Background: an optimization exercise with open tools, aiming at small area, a short achievable clock period and few clock cycles per item. Do not read the settings as production practice.
RTL that was checked went through simulation tests only; none was proved equivalent to the original.
No activity file was given, so power comes from the tool's default toggle rates.

job 101:
==> flow/design.v <==
package cache_pkg;
    localparam int DEF_LINES       = 32;
    localparam int DEF_MEM_LATENCY = 4;
endpackage
module cache_array #(
    parameter int LINES   = 32,
    parameter int INDEX_W = 5,
    parameter int TAG_W   = 27
) (
    input  logic               i_clk,
    input  logic               i_clear,
    input  logic [INDEX_W-1:0] i_index,
    input  logic [TAG_W-1:0]   i_rd_tag,
    output logic               o_rd_hit,
    output logic [31:0]        o_rd_data,
    input  logic               i_fill,
    input  logic               i_we,
    input  logic [TAG_W-1:0]   i_wr_tag,
    input  logic [31:0]        i_wr_data
);
    logic [LINES-1:0] r_valid;
    logic [TAG_W-1:0] r_tag  [LINES];
    logic [31:0]      r_data [LINES];
    always_ff @(posedge i_clk) begin
        if (i_clear)
            r_valid <= '0;
        else if (i_fill)
            r_valid[i_index] <= 1'b1;
    end
    always_ff @(posedge i_clk) begin
        if (i_fill)
            r_tag[i_index] <= i_wr_tag;
        if (i_we)
            r_data[i_index] <= i_wr_data;
    end
    logic [LINES-1:0] w_match;
    for (genvar i = 0; i < LINES; i++) begin : g_match
        assign w_match[i] = r_valid[i] && (r_tag[i] == i_rd_tag);
    end
    assign o_rd_hit   = w_match[i_index];
    assign o_rd_data  = r_data[i_index];
endmodule
module data_cache #(
    parameter int LINES       = cache_pkg::DEF_LINES,
    parameter int MEM_LATENCY = cache_pkg::DEF_MEM_LATENCY
) (
    input  logic        clk,
    input  logic        rst,
    input  logic [31:0] address,
    input  logic [31:0] writeData,
    input  logic        cpuRead,
    input  logic        cpuWrite,
    output logic [31:0] readData,
    output logic        stall,
    output logic [31:0] memAddress,
    output logic [31:0] memWriteData,
    output logic        memRead,
    output logic        memWrite,
    input  logic [31:0] memReadData,
    output logic [15:0] hitCount,
    output logic [15:0] missCount
);
    localparam int         INDEX_W = $clog2(LINES);
    localparam int         TAG_W   = 32 - $clog2(LINES);
    localparam logic [1:0] LAST    = 2'(MEM_LATENCY - 2);
    logic               r_busy;    
    logic               r_wr;      
    logic               r_whit;    
    logic [1:0]         r_count;
    logic [15:0]        r_hits;
    logic [15:0]        r_misses;
    logic [31:0]        w_line_data;
    logic               w_hit;
    logic               w_rd;
    logic               w_last;
    logic               w_fill;
    logic               w_we;
    assign w_rd   = cpuRead && !cpuWrite;
    assign w_last = r_busy && (r_count == LAST);
    assign w_fill = w_last && !r_wr;
    assign w_we   = w_last && (!r_wr || r_whit);
    cache_array #(
        .LINES   (LINES),
        .INDEX_W (INDEX_W),
        .TAG_W   (TAG_W)
    ) u_array (
        .i_clk      (clk),
        .i_clear    (rst),
        .i_index    (address[INDEX_W-1:0]),
        .i_rd_tag   (address[31:INDEX_W]),
        .o_rd_hit   (w_hit),
        .o_rd_data  (w_line_data),
        .i_fill     (w_fill),
        .i_we       (w_we),
        .i_wr_tag   (address[31:INDEX_W]),
        .i_wr_data  (r_wr ? writeData : memReadData)
    );
    assign memAddress   = address;
    assign memWriteData = writeData;
    assign memRead      = !rst && (r_busy ? !r_wr : (w_rd && !w_hit));
    assign memWrite     = !rst && (r_busy ? r_wr : cpuWrite);
    assign stall        = r_busy ? !w_last : (cpuWrite || (cpuRead && !w_hit));
    assign readData     = r_busy ? memReadData : w_line_data;
    always_ff @(posedge clk) begin
        if (rst) begin
            r_busy   <= 1'b0;
            r_hits   <= '0;
            r_misses <= '0;
        end else begin
            if (!r_busy)
                r_busy <= cpuWrite || (cpuRead && !w_hit);
            else if (w_last)
                r_busy <= 1'b0;
            if (!r_busy && w_rd && w_hit && r_hits != 16'hFFFF)
                r_hits <= r_hits + 16'd1;
            if (w_fill && r_misses != 16'hFFFF)
                r_misses <= r_misses + 16'd1;
        end
    end
    always_ff @(posedge clk) begin
        if (!r_busy) begin
            r_count <= '0;
            r_wr    <= cpuWrite;
            r_whit  <= w_hit;
        end else begin
            r_count <= r_count + 2'd1;
        end
    end
    assign hitCount  = r_hits;
    assign missCount = r_misses;
endmodule
clock: 8.0 ns
lec_check: 0
cap_margin: 20
core_margin: 2
core_utilization: 40
slew_margin: 20
run.sh (not shown) runs the stock make flow with config.mk's settings and CLKGATE_MAP_FILE= SYNTH_SCRIPT=/design/flow/synth_recipe.tcl, a recipe that flattens the netlist after the stock synthesis.
diff inputs: job 101 => job 102
- an added SETUP_SLACK_MARGIN of 2.5
Results
- Job 102 vs job 101, number of buffers inserted to repair setup after CTS went up by 133.
- On final standard cell area without fillers: between job 101 and job 102, it ends up higher for job 102.
- Job 101 → job 102: number of buffers outside the clock class in the layout moved up; power after layout increased by 4.1% relative to the old numbers.
## Diff of input files: job 103 against job 102
- swapping 40 for 55 in CORE_UTILIZATION
- putting ABC_CLOCK_PERIOD_IN_PS at 2500 where nothing was set
## What came out
The flow did not stop early for job 103: all stages ran, and the layout cleared the timing, DRC and antenna checks. In job 103 the smallest setup slack after layout turned out 0.092 ns lower than in job 102. Changes observed in job 103 relative to job 102: final routed wirelength across all metal layers moved down; worst ir drop on vdd moved down; area of the die moved down; final critical-path share of the clock period moved up. Job 103 vs job 102 on sequential share of layout area: job 103 is the higher one. Going from job 102 to job 103, total power shrank by a few percent. Looking at part of the power in combinational logic across job 102 and job 103, the one that comes out higher is job 102.
Function was not checked in any run of this note: the RTL went through the layout flow alone.


== wip/amber ==
Another version of the RTL of data_cache (not shown whole).
Size in the first run: about 5300 cells after synthesis, ~230 I/O pins.
clock: 8.0 ns
lec_check: 0
cap_margin: 20
core_margin: 2
core_utilization: 60
cts_buf_list: sky130_fd_sc_hd__clkbuf_16
cts_cluster_diameter: 150
cts_cluster_size: 26
setup_slack_margin: 5.0
slew_margin: 20
No stage failed in wip/amber, and the final checks on the layout all came back clean.
Testbench counts of wip/amber, summed over its fixed seeds: cycles 246,981, ops 64,000.
Input changes introduced in wip/cedar (baseline for comparison: wip/amber):
Settings: CORE_UTILIZATION: 60 -> 55.
### Flow results
- wip/cedar and wip/amber ended up with roughly the same fraction of area in multi-input gates.
- Against wip/amber, first-pass GRT wire length in wip/cedar came out worse.
- Comparing wip/cedar and wip/amber, the higher average routed wire per standard cell was measured on wip/cedar.
- Setup slack in wip/cedar is larger than in wip/amber.
- Where minimum period implied by the final worst setup slack is concerned, wip/amber is outperformed by wip/cedar.
What wip/violet does differently from wip/cedar at the input level:
Settings: swapping 55 for 45 in CORE_UTILIZATION.
--- outcome ---
- A destination of the critical timing path of readData[13] is what wip/violet shows, while memWrite belongs to wip/cedar.
- Between wip/violet and wip/cedar, critical path depth is higher for wip/cedar, wip/violet comes in under that.
- Number of well taps in wip/violet is about 20% above wip/cedar.
- First-pass GRT wire length for wip/violet is lower than for wip/cedar.
- sky130_fd_sc_hd__a21o_4 as the cell with the largest stage delay on the worst path was reported by wip/violet, and sky130_fd_sc_hd__a21oi_4 by wip/cedar.
- wip/violet vs. wip/cedar: global-route usage has decreased, final area has decreased, final cell count has increased, cell count after placement has increased.
- Between wip/violet and wip/cedar, the internal portion of total power is lower for wip/violet.
- wip/violet against wip/cedar: least setup slack across all paths after layout saw a decrease, vias after detailed routing fell 624.
Changes in wip/zinc relative to wip/violet:
Settings: swapping 5.0 for 4.5 in SETUP_SLACK_MARGIN; swapping 45 for 55 in CORE_UTILIZATION.
Per the comparison of wip/zinc with wip/violet, final area saw a decrease, routing usage on met3 has increased, worst hold slack was more or less identical. A library cell contributing the largest single delay on the critical path of sky130_fd_sc_hd__a21o_4 is what wip/violet shows, while sky130_fd_sc_hd__a21oi_4 belongs to wip/zinc.


Setup of yarrow:
Another version of the RTL of data_cache (not shown whole).
Size in the first run: about 4,100 cells after synthesis, ~2,000 flip-flops, roughly 230 I/O pins.
==> flow/config.mk <==
export PLATFORM = sky130hd
export DESIGN_NAME = data_cache
export DESIGN_NICKNAME = data_cache
export VERILOG_FILES = /design/flow/design.v
export SDC_FILE = /design/flow/constraint.sdc
export NUM_CORES = 4
export LEC_CHECK = 0
export CAP_MARGIN = 20
export CORE_MARGIN = 2
export CORE_UTILIZATION = 40
export SETUP_SLACK_MARGIN = 2.5
export SLEW_MARGIN = 20
==> flow/constraint.sdc <==
create_clock -name core_clock -period 8.0 [get_ports {clk}]
set_input_delay 1.6000 -clock core_clock [delete_from_list [all_inputs] [get_ports {clk}]]
set_output_delay 1.6000 -clock core_clock [all_outputs]
set_load 0.01 [all_outputs]
yarrow completed; timing, DRC and antenna clean
Testbench counts of yarrow, summed over its fixed seeds: cycles 205,201, ops 64,000.
For onyx, these inputs were changed with respect to yarrow:
Settings: a deleted SETUP_SLACK_MARGIN that had been 2.5.
[summary]
- Re slew at the pin closest to its max-slew limit: yarrow and onyx aren't equal, and the higher value belongs to onyx.
- The final reports for onyx and yarrow show combinational fraction of design power lower in the former.
- STATUS via count: onyx wins against yarrow
- onyx: all-layer global routing usage lower than yarrow
- Between yarrow and onyx, the difference in minimum hold slack is negligible.

## separate check: timing with driven ports
No port has a modelled driver above. Below, the same layouts with a new extraction and two added sets of constraints.
Step 1 sets driving cells, clkbuf_16 on the clock port and buf_2 on the other inputs (assumed; they add their load-dependent delay and slew).
Step 2 times the ports against the registers' clock, not the clock port: input delays grow and output delays shrink by t, the midpoint of the rising clock arrivals with the driver on.
Three values: ideal ports, drivers, drivers and shift; two values: the first two.
| run | shift t [ns] | slack for setup (ns) | worst data-port slew with drivers (ns) |
|---|---|---|---|
| job 101 | 0.919 | 0.581 / 0.555 / 0.555 | 0.07 |
| job 102 | 0.918 | 2.164 / 1.814 / 1.814 | 0.51 |
| job 103 | 0.898 | 2.072 / 1.754 / 1.754 | 0.39 |
| wip/amber | 0.796 | 4.218 / 4.118 / 3.717 | 0.25 |
| wip/cedar | 0.794 | 4.419 / 4.284 / 3.663 | 0.26 |
| wip/violet | 0.825 | 4.337 / 4.233 / 3.749 | 0.28 |
| wip/zinc | 0.786 | 4.217 / 4.114 / 3.571 | 0.22 |
| yarrow | 0.934 | 1.514 / 1.127 / 1.127 | 0.52 |
| onyx | 0.903 | 0.306 / 0.148 / 0.148 | 0.21 |
After both steps every run listed still meets setup and hold. For wip/cedar, which loses most, drivers alone change the setup slack by -0.135 ns; drivers and shift together by -0.756 ns.
